Source: an optimization exercise on an open RTL-to-GDS flow (aim: small area, a short achievable clock period and few clock cycles per item). Production flows keep margins and buffers that such runs may drop.

== main ==
// ahb3_tile
module ahb3_tile (
  input  logic                clk,
  input  logic                arst_n_i,
  input  logic                hsel_i,
  input  logic [31:0]         haddr_i,
  input  logic                hwrite_i,
  input  logic [2:0]          hsize_i,
  input  logic [1:0]          htrans_i,
  input  logic [31:0]         hwdata_i,
  output logic [31:0]         hrdata_o,
  output logic                hready_o,
  output logic                hresp_o
);
==> module ahb3_sram_sp, before the edit <==
module ahb3_sram_sp (
  input  logic                clk,
  input  logic                arst_n_i,
  input  logic                wr_take_i,    
  input  ahb3_pkg::addr_t     haddr_i,
  input  ahb3_pkg::hsize_e    hsize_i,
  input  ahb3_pkg::word_t     hwdata_i,
  input  logic                ovr_i,
  input  ahb3_pkg::word_t     ovr_data_i,
  output ahb3_pkg::word_t     rdata_o
);
  localparam int unsigned LANES = 32 / 8;
  localparam int unsigned OFF_W = $clog2(LANES);
  localparam int unsigned WORDS = 1024 / LANES;
  localparam int unsigned IDX_W = $clog2(WORDS);
  logic [IDX_W-1:0] a_idx;
  logic [LANES-1:0] addr_be;
  logic [IDX_W-1:0] dp_idx;
  logic [15:0]      dp_col_n;   
  logic [LANES-1:0] dp_wbe;     
  logic             hit;
  logic [LANES-1:0] alt_sel;    
  ahb3_pkg::word_t  alt_data;
  logic [32-1:0][1:0] half_n;     
  logic [32-1:0][1:0] half_n_q;
  ahb3_pkg::word_t  alt_n;      
  ahb3_pkg::word_t  alt_n_q;
  assign a_idx = haddr_i[IDX_W+OFF_W-1:OFF_W];
  always_comb begin
    case (hsize_i)
      ahb3_pkg::BYTE: addr_be = LANES'(1) << haddr_i[OFF_W-1:0];
      ahb3_pkg::HALF: addr_be = LANES'(3) << {haddr_i[OFF_W-1:1], 1'b0};
      ahb3_pkg::WORD: addr_be = '1;
      default:        addr_be = '0;
    endcase
  end
  always_ff @(posedge clk or negedge arst_n_i) begin
    if (!arst_n_i) begin
      dp_wbe <= '0;
    end else begin
      dp_wbe <= wr_take_i ? addr_be : '0;
    end
  end
  always_ff @(posedge clk) begin
    dp_idx <= a_idx;
  end
  always_ff @(posedge clk) begin
    for (int c = 0; c < 16; c++) dp_col_n[c] <= (a_idx[3:0] != 4'(c));
  end
  for (genvar l = 0; l < LANES; l++) begin : g_lane
    ahb3_sram_lane #(.IDX_W(IDX_W)) u_lane (
      .clk      (clk),
      .we_i     (wr_take_i && addr_be[l]),
      .dp_col_n_i(dp_col_n),
      .wdata_i  (hwdata_i[8*l +: 8]),
      .a_idx_i  (a_idx),
      .alt_i    (alt_sel[l]),
      .half_n_o (half_n[8*l +: 8])
    );
  end
  assign hit = (dp_idx == a_idx);
  always_comb begin
    for (int i = 0; i < LANES; i++) begin
      alt_sel[i]         = ovr_i || (hit && dp_wbe[i]);
      alt_data[8*i +: 8] = ovr_i ? ovr_data_i[8*i +: 8] : hwdata_i[8*i +: 8];
      alt_n[8*i +: 8]    = ~({8{alt_sel[i]}} & alt_data[8*i +: 8]);
    end
  end
  always_ff @(posedge clk) begin
    half_n_q <= half_n;
    alt_n_q  <= alt_n;
  end
  always_comb begin
    for (int b = 0; b < 32; b++) begin
      rdata_o[b] = !(alt_n_q[b] && half_n_q[b][0] && half_n_q[b][1]);
    end
  end
endmodule
==> module ahb3_sram_lane, before the edit <==
module ahb3_sram_lane #(
  parameter int unsigned IDX_W = 8
) (
  input  logic              clk,
  input  logic              we_i,        
  input  logic [15:0]       dp_col_n_i,  
  input  logic [7:0]        wdata_i,
  input  logic [IDX_W-1:0]  a_idx_i,     
  input  logic              alt_i,       
  output logic [7:0][1:0]   half_n_o     
);
  localparam int unsigned COL_W = IDX_W / 2;
  localparam int unsigned ROW_W = IDX_W - COL_W;
  localparam int unsigned COLS  = 1 << COL_W;
  localparam int unsigned ROWS  = 1 << ROW_W;
  logic [1:0][COLS-1:0] a_col;   
  logic [ROWS-1:0] a_row;
  logic [ROWS-1:0] dp_row_we_n;
  always_comb begin
    for (int r = 0; r < ROWS; r++) a_row[r] = (a_idx_i[IDX_W-1:COL_W] == ROW_W'(r));
  end
  always_ff @(posedge clk) begin
    dp_row_we_n <= ~({ROWS{we_i}} & a_row);
  end
  for (genvar h = 0; h < 2; h++) begin : g_dec
    ahb3_sram_dec #(.W(COL_W)) u_col (.idx_i(a_idx_i[COL_W-1:0]), .sel_o(a_col[h]));
  end
  logic [ROWS-1:0][7:0] none;
  for (genvar r = 0; r < ROWS; r++) begin : g_row
    ahb3_sram_row #(
      .COLS (COLS),
      .LANES(1)
    ) u_row (
      .clk        (clk),
      .lane_we_n_i(dp_row_we_n[r]),
      .col_we_n_i (dp_col_n_i),
      .wdata_i    (wdata_i),
      .col_i      (a_col[r / (ROWS / 2)]),
      .row_i      (a_row[r]),
      .none_o     (none[r])
    );
  end
  for (genvar b = 0; b < 8; b++) begin : g_bit
    logic [ROWS-1:0] none_rows;
    for (genvar r = 0; r < ROWS; r++) begin : g_r
      assign none_rows[r] = none[r][b];
    end
    ahb3_sram_or_tree #(.N(ROWS)) u_tree (
      .none_i (none_rows),
      .alt_i  (alt_i),
      .half_n_o(half_n_o[b])
    );
  end
endmodule
==> module ahb3_sram_dec, before the edit <==
module ahb3_sram_dec #(
  parameter int unsigned W = 4
) (
  input  logic [W-1:0]      idx_i,
  output logic [(1<<W)-1:0] sel_o
);
  always_comb begin
    for (int i = 0; i < (1 << W); i++) sel_o[i] = (idx_i == W'(i));
  end
endmodule
==> module ahb3_sram_sel8, before the edit <==
module ahb3_sram_sel8 (
  input  logic [7:0] sel_i,
  input  logic [7:0] d_i,
  output logic       y
);
  logic [3:0] pair_n;
  for (genvar p = 0; p < 4; p++) begin : g_pair
    assign pair_n[p] = !((sel_i[2*p] & d_i[2*p]) | (sel_i[2*p+1] & d_i[2*p+1]));
  end
  assign y = !(&pair_n);
endmodule
Settings: LEC_CHECK=0, CAP_MARGIN=20, CORE_MARGIN=2, CORE_UTILIZATION=75, GPL_ROUTABILITY_DRIVEN=0, PLACE_DENSITY=0.82, SETUP_SLACK_MARGIN=4.0, SLEW_MARGIN=20, SYNTH_HIERARCHICAL=1, SYNTH_MEMORY_MAX_BITS=16384; clock period 7.0 ns.
standard.sh (not shown) runs the stock make flow with config.mk's settings and CLKGATE_MAP_FILE= SYNTH_SCRIPT=/design/flow/synth_recipe.tcl, a recipe that flattens the netlist after the stock synthesis.
==> flow/flow/run.sh <==
#!/bin/bash
# The standard layout (standard.sh), with three changes:
#  - the port buffers are plain buffers instead of delay cells,
#  - repair may swap a cell for one of another footprint (so a slow buffer
#    can become a fast one),
#  - clock tree leaves drive larger clusters, and no dummy loads are added.
# Each ORFS step keeps its own log under orfs/logs/; make's output is in
# flow.log.
set -euo pipefail
bash standard.sh \
  BUFFER_PORTS_ARGS="-buffer_cell sky130_fd_sc_hd__buf_4" \
  MATCH_CELL_FOOTPRINT=0 \
  CTS_ARGS="-sink_clustering_enable -repair_clock_nets -dont_use_dummy_load -sink_clustering_size 16 -sink_clustering_max_diameter 45 -sink_clustering_buffer sky130_fd_sc_hd__clkbuf_8" \
  finish > flow.log 2>&1
Setup changes, main to the feature branch
-- flow/design.v --
<<< main, line 115
  logic [IDX_W-1:0] dp_idx;
  logic [15:0]      dp_col_n;   
  logic [LANES-1:0] dp_wbe;     
  logic             hit;
>>> the feature branch, line 115
  logic [IDX_W-1:0] dp_idx;
  logic [15:0]      dp_col_n;   
  logic [15:0]      dp_row;     
  logic [LANES-1:0] dp_wbe;     
  logic             hit;
<<< main, line 144
  always_ff @(posedge clk) begin
    for (int c = 0; c < 16; c++) dp_col_n[c] <= (a_idx[3:0] != 4'(c));
  end
  for (genvar l = 0; l < LANES; l++) begin : g_lane
    ahb3_sram_lane #(.IDX_W(IDX_W)) u_lane (
      .clk      (clk),
      .we_i     (wr_take_i && addr_be[l]),
      .dp_col_n_i(dp_col_n),
      .wdata_i  (hwdata_i[8*l +: 8]),
      .a_idx_i  (a_idx),
>>> the feature branch, line 145
  always_ff @(posedge clk) begin
    for (int c = 0; c < 16; c++) dp_col_n[c] <= (a_idx[3:0] != 4'(c));
    for (int r = 0; r < 16; r++) dp_row[r]   <= (a_idx[7:4] == 4'(r));
  end
  for (genvar l = 0; l < LANES; l++) begin : g_lane
    ahb3_sram_lane #(.IDX_W(IDX_W)) u_lane (
      .clk      (clk),
      .we_i     (dp_wbe[l]),
      .dp_col_n_i(dp_col_n),
      .dp_row_i (dp_row),
      .wdata_i  (hwdata_i[8*l +: 8]),
      .a_idx_i  (a_idx),
<<< main, line 180
  input  logic              we_i,        
  input  logic [15:0]       dp_col_n_i,  
  input  logic [7:0]        wdata_i,
  input  logic [IDX_W-1:0]  a_idx_i,     
>>> the feature branch, line 183
  input  logic              we_i,        
  input  logic [15:0]       dp_col_n_i,  
  input  logic [15:0]       dp_row_i,    
  input  logic [7:0]        wdata_i,
  input  logic [IDX_W-1:0]  a_idx_i,     
<<< main, line 189
  localparam int unsigned COLS  = 1 << COL_W;
  localparam int unsigned ROWS  = 1 << ROW_W;
  logic [1:0][COLS-1:0] a_col;   
  logic [ROWS-1:0] a_row;
  logic [ROWS-1:0] dp_row_we_n;
  always_comb begin
    for (int r = 0; r < ROWS; r++) a_row[r] = (a_idx_i[IDX_W-1:COL_W] == ROW_W'(r));
  end
  always_ff @(posedge clk) begin
    dp_row_we_n <= ~({ROWS{we_i}} & a_row);
  end
  for (genvar h = 0; h < 2; h++) begin : g_dec
    ahb3_sram_dec #(.W(COL_W)) u_col (.idx_i(a_idx_i[COL_W-1:0]), .sel_o(a_col[h]));
  end
  logic [ROWS-1:0][7:0] none;
>>> the feature branch, line 193
  localparam int unsigned COLS  = 1 << COL_W;
  localparam int unsigned ROWS  = 1 << ROW_W;
  logic [COLS-1:0] a_col;      
  logic [ROWS-1:0] a_row;
  logic [ROWS-1:0] dp_row_we_n;
  always_comb begin
    for (int c = 0; c < COLS; c++) a_col[c] = (a_idx_i[COL_W-1:0] == COL_W'(c));
    for (int r = 0; r < ROWS; r++) a_row[r] = (a_idx_i[IDX_W-1:COL_W] == ROW_W'(r));
  end
  always_comb begin
    for (int r = 0; r < ROWS; r++) dp_row_we_n[r] = !(we_i && dp_row_i[r]);
  end
  logic [ROWS-1:0][7:0] none;
<<< main, line 211
      .col_we_n_i (dp_col_n_i),
      .wdata_i    (wdata_i),
      .col_i      (a_col[r / (ROWS / 2)]),
      .row_i      (a_row[r]),
      .none_o     (none[r])
>>> the feature branch, line 213
      .col_we_n_i (dp_col_n_i),
      .wdata_i    (wdata_i),
      .col_i      (a_col),
      .row_i      (a_row[r]),
      .none_o     (none[r])
<<< main, line 276
  assign half_n_o[1] = alt_i || !(|some[N/4-1:N/8]);
endmodule
module ahb3_sram_dec #(
  parameter int unsigned W = 4
) (
  input  logic [W-1:0]      idx_i,
  output logic [(1<<W)-1:0] sel_o
);
  always_comb begin
    for (int i = 0; i < (1 << W); i++) sel_o[i] = (idx_i == W'(i));
  end
endmodule
module ahb3_sram_sel8 (
  input  logic [7:0] sel_i,
>>> the feature branch, line 278
  assign half_n_o[1] = alt_i || !(|some[N/4-1:N/8]);
endmodule
module ahb3_sram_sel8 (
  input  logic [7:0] sel_i,
<<< main, line 291
  output logic       y
);
  logic [3:0] pair_n;
  for (genvar p = 0; p < 4; p++) begin : g_pair
    assign pair_n[p] = !((sel_i[2*p] & d_i[2*p]) | (sel_i[2*p+1] & d_i[2*p+1]));
  end
  assign y = !(&pair_n);
endmodule
module ahb3_sram_a22oi (
>>> the feature branch, line 283
  output logic       y
);
  logic [2:0] grp_n;
  ahb3_sram_a222oi u_g0 (.s(sel_i[2:0]), .d(d_i[2:0]), .y(grp_n[0]));
  ahb3_sram_a222oi u_g1 (.s(sel_i[5:3]), .d(d_i[5:3]), .y(grp_n[1]));
  assign grp_n[2] = !((sel_i[6] & d_i[6]) | (sel_i[7] & d_i[7]));
  assign y = !(&grp_n);
endmodule
module ahb3_sram_a222oi (
  input  logic [2:0] s,
  input  logic [2:0] d,
  output logic       y
);
  assign y = !(|(s & d));
endmodule
module ahb3_sram_a22oi (
[summary]
- On total stage count of the critical path, the higher figure sits with the feature branch, not main.
- Side by side, count of clock-buffer cells in the layout turned out lower in the feature branch than in main.
- Status the feature branch: flow complete, layout not clean - antenna violations
- The feature branch vs main: buffers inserted during post-CTS setup optimization up
- Going from main to the feature branch, worst hold slack shrinks by 0.11 ns.
- Row clock skew: the feature branch higher / main lower
No functional check of the RTL was part of any run of this note.

[what the ideal ports hide]
The results above use ideal ports. As a check the final layouts listed here were re-extracted and re-timed, cells and wires unchanged.
Step 1: set_driving_cell puts a clkbuf_16 on clk and a buf_2 on each other input, an assumption about the parent block.
Step 2 moves the port delays by t, midway between the first and last clock arrival at a register: inputs arrive t later, outputs are due t later. That takes back most of the time a late clock gives input paths.
Slacks: ideal / step 1 / step 2; pairs: ideal / step 1.
run	t, ns	setup WS [ns]	worst slew at a driven data input, ns
main	1.175	3.758 / 3.467 / 2.292	0.54
the feature branch	1.185	3.686 / 3.386 / 2.201	0.67
The setup slack of the feature branch, which loses most, moves by -0.300 ns with the drivers and by -1.485 ns with both steps.
